This is an optimization exercise on Yosys and OpenROAD, whose aim is small area, not a production implementation. Function was checked by simulation only, so behaviour that the tests miss may differ from the original. Power figures rest on the tool's default switching activity, not on a simulated workload. No driver is modelled on the clock port, so clocking that relies on it looks cheaper here than on a real chip.

==> flow/design.v (excerpt) <==
module reg_file_sb #(
    parameter int WIDTH_REG = 32,
    parameter int NUM_REGS  = 32,
    parameter int ADDR_W    = $clog2(NUM_REGS),
    parameter bit BYPASS    = 1'b1
) (
    input  logic                 clk,
    input  logic                 rst_n,
    input  logic [ADDR_W-1:0]    a1,
    input  logic [ADDR_W-1:0]    a2,
    output logic [WIDTH_REG-1:0] rd1,
    output logic [WIDTH_REG-1:0] rd2,
    output logic                 busy1,
    output logic                 busy2,
    input  logic [ADDR_W-1:0]    a3,
    input  logic [WIDTH_REG-1:0] wd3,
    input  logic                 we3,
    input  logic                 rsv_en,
    input  logic [ADDR_W-1:0]    rsv_a,
    output logic                 rsv_err,
    output logic                 all_idle
);
Size in the first run: ~2500 cells after synthesis, ~1100 flip-flops, ~43000 um^2 of cells after synthesis.
make LEC_CHECK=0 CAP_MARGIN=20 CORE_MARGIN=2 CORE_UTILIZATION=40 SLEW_MARGIN=20 SYNTH_HIERARCHICAL=1 SYNTH_MINIMUM_KEEP_SIZE=0 finish   # period 8.0 ns
run.sh (not shown) runs the stock make flow with config.mk's settings and CLKGATE_MAP_FILE= SYNTH_SCRIPT=/design/flow/synth_recipe.tcl, a recipe that flattens the netlist after the stock synthesis.
The baseline finished with timing, DRC and antenna clean.
Next try:
==> flow/flow/run.sh (new file) <==
#!/bin/bash
# The standard layout with plain buffers on the ports (instead of delay cells) and
# larger clock-sink clusters without dummy loads. Each tool's output goes to standard.log.
set -euo pipefail
export BUFFER_PORTS_ARGS="-buffer_cell sky130_fd_sc_hd__buf_1"
export CTS_ARGS="-sink_clustering_enable -repair_clock_nets -sink_clustering_size 30 -sink_clustering_max_diameter 100 -dont_use_dummy_load"
bash standard.sh > standard.log 2>&1
==> flow/standard.sh (new file) <==
#!/bin/bash
# synth_recipe.tcl (not shown) runs the flow's synth.tcl, then flattens the netlist and writes it again
# the make line also repeats each setting of config.mk as NAME=value (left out here)
make -C /OpenROAD-flow-scripts/flow DESIGN_CONFIG=/design/flow/config.mk WORK_HOME=/design/flow/orfs CLKGATE_MAP_FILE= SYNTH_SCRIPT=/design/flow/synth_recipe.tcl "${@:-finish}"
CORE_UTILIZATION = 65   (was 40)
removed: flow/run.sh
Result:
- final cell count drops by about a fifth
- wire length drops by roughly a tenth
- worst hold slack gets better by 0.0040 ns
- sequential cell count does not change
Next try:
==> flow/run.sh (new file) <==
#!/bin/bash
# synth_recipe.tcl (not shown) runs the flow's synth.tcl, then flattens the netlist and writes it again
# the make line also repeats each setting of config.mk as NAME=value (left out here)
make -C /OpenROAD-flow-scripts/flow DESIGN_CONFIG=/design/flow/config.mk WORK_HOME=/design/flow/orfs CLKGATE_MAP_FILE= SYNTH_SCRIPT=/design/flow/synth_recipe.tcl finish
removed: flow/flow/run.sh
removed: flow/standard.sh
Non-clock buffer count went up by 27.
Worst setup slack is worse by 0.47 ns.
Clock skew went down by 0.023 ns.
Sequential share of layout area is lower by 4.1 points.
Worst hold slack is worse by 0.011 ns.
Area after synthesis stays the same.
Routed wire length is higher by 6.7%.
Critical path depth went down by 2.
First-iteration DRC count went up by 1.7%.

Another version of the RTL of reg_file_sb (not shown whole).
Size: ~2,500 cells after synthesis, roughly 1,100 flip-flops, roughly 120 I/O pins.
==> flow/config.mk <==
export PLATFORM = sky130hd
export DESIGN_NAME = reg_file_sb
export DESIGN_NICKNAME = reg_file_sb
export VERILOG_FILES = /design/flow/design.v
export SDC_FILE = /design/flow/constraint.sdc
export NUM_CORES = 4
export LEC_CHECK = 0
export CAP_MARGIN = 10
export CORE_MARGIN = 2
export CORE_UTILIZATION = 65
export SLEW_MARGIN = 10
export SYNTH_HIERARCHICAL = 1
export SYNTH_MINIMUM_KEEP_SIZE = 0
==> flow/constraint.sdc <==
create_clock -name core_clock -period 8.0 [get_ports {clk}]
set_input_delay 1.6000 -clock core_clock [delete_from_list [all_inputs] [get_ports {clk}]]
set_output_delay 1.6000 -clock core_clock [all_outputs]
set_load 0.01 [all_outputs]
standard.sh (not shown) runs the stock make flow with config.mk's settings and CLKGATE_MAP_FILE= SYNTH_SCRIPT=/design/flow/synth_recipe.tcl, a recipe that flattens the netlist after the stock synthesis.
==> flow/flow/run.sh <==
#!/bin/bash
# The standard layout with plain buffers on the ports (instead of delay cells) and
# larger clock-sink clusters without dummy loads. Each tool's output goes to standard.log.
set -euo pipefail
export BUFFER_PORTS_ARGS="-buffer_cell sky130_fd_sc_hd__buf_1"
export CTS_ARGS="-sink_clustering_enable -repair_clock_nets -sink_clustering_size 30 -sink_clustering_max_diameter 100 -dont_use_dummy_load"
bash standard.sh > standard.log 2>&1
Rerun with:
- GPL_TIMING_DRIVEN: not set -> 0
The changed run finished clean.
Total power rises slightly.
Count of clock-buffer cells in the layout came out lower by 1.
Routed wire length went up by a few percent.
Design area is higher by a few percent.
Sequential share of layout area is lower by 2.4 points.
Final cell count rose slightly.
Clock power barely changes.
Setup slack degrades by 0.39 ns.
Synthesized cell count does not change.
Critical path depth is higher by 2.
Rerun with:
- CAP_MARGIN: 10 -> 20
- GPL_TIMING_DRIVEN: 0 -> not set
- SLEW_MARGIN: 10 -> 20
After rerunning: Non-clock buffer count came out lower by 31. Worst hold slack gets better by 0.0051 ns. Global-route usage came out lower by 1.3 points. Core utilization came out lower by 2.6 points. Synthesized cell count does not change.

[re-timing with driven ports]
The results above use ideal ports. As a check the final layouts listed here were re-extracted and re-timed, cells and wires unchanged. Step 1 (the two cells are an assumption about what drives the block):
set clk [get_ports {clk}]
set_driving_cell -lib_cell sky130_fd_sc_hd__clkbuf_16 $clk
set_driving_cell -lib_cell sky130_fd_sc_hd__buf_2 [delete_from_list [all_inputs] $clk]
Step 2 times the ports against the registers' clock, not the clock port: input delays grow and output delays shrink by t, the midpoint of the rising clock arrivals with the driver on. Slacks: ideal / step 1 / step 2; pairs: ideal / step 1.
run | t (ns) | setup slack, ns | clock arrival spread, ns | slew at the worst register clock pin (ns)
the first run of note 1 | 0.755 | 0.641 / 0.621 / 0.621 | 0.030 / 0.030 | 0.06 / 0.06
the second run of note 1 | 0.686 | 1.169 / 1.143 / 1.143 | 0.043 / 0.043 | 0.12 / 0.12
the third run of note 1 | 0.736 | 0.699 / 0.677 / 0.677 | 0.043 / 0.043 | 0.07 / 0.07
the first run of note 2 | 0.680 | 1.337 / 1.316 / 1.316 | 0.081 / 0.081 | 0.12 / 0.12
the second run of note 2 | 0.692 | 0.949 / 0.910 / 0.910 | 0.084 / 0.084 | 0.12 / 0.12
the third run of note 2 | 0.676 | 1.405 / 1.381 / 1.381 | 0.080 / 0.080 | 0.12 / 0.12
After both steps every run listed still meets setup and hold. For the second run of note 2, which loses most, drivers alone change the setup slack by -0.039 ns; drivers and shift together by -0.039 ns.
